This design comes from an exercise in tuning for small area, a short achievable clock period and few clock cycles per item on the open sky130 flow, not from production work.
Function was checked by simulation only, so behaviour that the tests miss may differ from the original.
Power figures rest on the tool's default switching activity, not on a simulated workload.

Design playback_rate_trim_controller, start of the top module:
module playback_rate_trim_controller #(
  parameter int AVERAGE_LENGTH = 128
) (
  input  logic        clk,
  input  logic        rst,
  input  logic        in_valid,
  output logic        in_stall,
  input  logic [24:0] in_data,
  output logic        out_valid,
  input  logic        out_stall,
  output logic [34:0] out_data,
  input  logic        cfg_valid,
  output logic        cfg_ready,
  input  logic [1:0]  cfg_index,
  input  logic [15:0] cfg_data
);
  localparam int HL = AVERAGE_LENGTH - 1;
  logic [6:0]  tgt;       
  logic [7:0]  tgt2;      
  logic [8:0]  tgt3;      
  logic [15:0] fpb;       
  logic [16:0] fpb2;      
  logic [17:0] fpb3;      
  logic [7:0]  fen1, fen2, fen3;   
  logic [15:0] gain;      
  logic [15:0] gain_hi;   
  logic [16:0] gain2;     
  logic [17:0] gain3;     
  logic [17:0] g3c;
  logic [8:0]  gh1, gh2, gh3;   
  logic [6:0]  cfg_t;
  logic [17:0] f3c;
  assign cfg_t = (cfg_data[6:0] == 7'd0) ? 7'd1 : cfg_data[6:0];
  assign fpb2  = {fpb, 1'b0};
  assign tgt2  = {tgt, 1'b0};
  assign f3c   = {2'b0, fpb} + {1'b0, fpb, 1'b0};
  assign gain2 = {gain, 1'b0};
  assign g3c   = {2'b0, gain} + {1'b0, gain, 1'b0};
  always_comb begin
    gain_hi[15] = gain[15];
    for (int i = 14; i >= 0; i--) gain_hi[i] = gain_hi[i+1] | gain[i];
    for (int j = 0; j < 9; j++) begin
      gh1[j] = (18'(gain) >> (20 - 2 * j)) != 18'd0;
      gh2[j] = (18'(gain2) >> (20 - 2 * j)) != 18'd0;
      gh3[j] = (gain3 >> (20 - 2 * j)) != 18'd0;
    end
  end
  assign cfg_ready = 1'b1;
  always_ff @(posedge clk) begin
    if (rst) begin
      tgt  <= 7'd50;
      fpb  <= 16'd441;
      gain <= 16'd6554;
    end else if (cfg_valid) begin
      case (cfg_index)
        2'd0: tgt  <= cfg_t;
  ...
Size: roughly 6,400 cells after synthesis, about 86 I/O pins.
Settings: LEC_CHECK=0, ABC_CLOCK_PERIOD_IN_PS=3000, CAP_MARGIN=20, CORE_MARGIN=2, CORE_UTILIZATION=60, CTS_CLUSTER_DIAMETER=80, CTS_CLUSTER_SIZE=24, PLACE_DENSITY=0.75, SETUP_SLACK_MARGIN=4.6, SLEW_MARGIN=20, TNS_END_PERCENT=30; clock period 8.0 ns.
run.sh (not shown) runs the stock make flow with config.mk's settings and CLKGATE_MAP_FILE= SYNTH_SCRIPT=/design/flow/synth_recipe.tcl, a recipe that flattens the netlist after the stock synthesis.
The baseline completed without violations.
Testbench counts at the start, summed over its fixed seeds: cycles 2,200, items 2,048.
Then changed:
CORE_UTILIZATION = 65   (was 60)
CTS_CLUSTER_DIAMETER = 90   (was 80)
CTS_CLUSTER_SIZE = 28   (was 24)
PLACE_DENSITY = 0.8   (was 0.75)
SETUP_SLACK_MARGIN = 4.7   (was 4.6)
TNS_END_PERCENT = unset   (was 30)
Effect: The new run completed without violations. Total power hardly moves. Combinational power went up by about 8%. Worst hold slack hardly moves. Final area hardly moves. Setup slack gets better by 0.044 ns. Area after synthesis does not change. Sequential power barely changes. Global-route usage came out higher by 2.7 points. Core utilization rose by 5.7 points. Clock-buffer cell count is lower by 12. Critical path depth climbs by 4.
Then changed:
SETUP_SLACK_MARGIN = 4.6   (was 4.7)
What happened: Setup slack is better by 0.062 ns; via count falls by 0.78%; power falls by 1.0%; hold slack is about the same; clock-buffer cell count does not change; utilization falls by 0.52 points; final area falls by 0.73%.
Then changed:
CORE_UTILIZATION = 60   (was 65)
CTS_CLUSTER_DIAMETER = 80   (was 90)
CTS_CLUSTER_SIZE = 24   (was 28)
PLACE_DENSITY = 0.75   (was 0.8)
Critical path depth rises by 11. Clock power rises by 13%. Maximum frequency falls by 0.83%. Power rises by 1.6%. Via count falls by about 1%. Area after synthesis stays the same. Worst setup slack is worse by 0.028 ns. Combinational power hardly moves. Synthesized cell count stays the same.

==> port drivers added, routing unchanged <==
In the flow no input, the clock included, has a driving cell. The finished layouts below were timed again as built, in two steps. Step 1: set_driving_cell puts a clkbuf_16 on clk and a buf_2 on each other input, an assumption about the parent block. Step 2 times the ports against the registers' clock, not the clock port: input delays grow and output delays shrink by t, the midpoint of the rising clock arrivals with the driver on. a / b / c = ideal / step 1 / step 2; a / b = the first two.
run | t (ns) | slack for setup (ns) | clock arrival spread, ns | worst register clock-pin slew, ns | worst slew at a driven data input, ns
the first run | 0.879 | 4.557 / 4.522 / 4.557 | 0.044 / 0.044 | 0.10 / 0.10 | 0.04
the second run | 0.859 | 4.601 / 4.601 / 4.496 | 0.045 / 0.045 | 0.12 / 0.12 | 0.05
the third run | 0.861 | 4.663 / 4.572 / 4.503 | 0.044 / 0.044 | 0.12 / 0.12 | 0.05
the fourth run | 0.879 | 4.635 / 4.592 / 4.560 | 0.046 / 0.046 | 0.10 / 0.10 | 0.05
After both steps setup and hold are still met in every run listed. The setup slack of the third run, which loses most, moves by -0.091 ns with the drivers and by -0.160 ns with both steps.
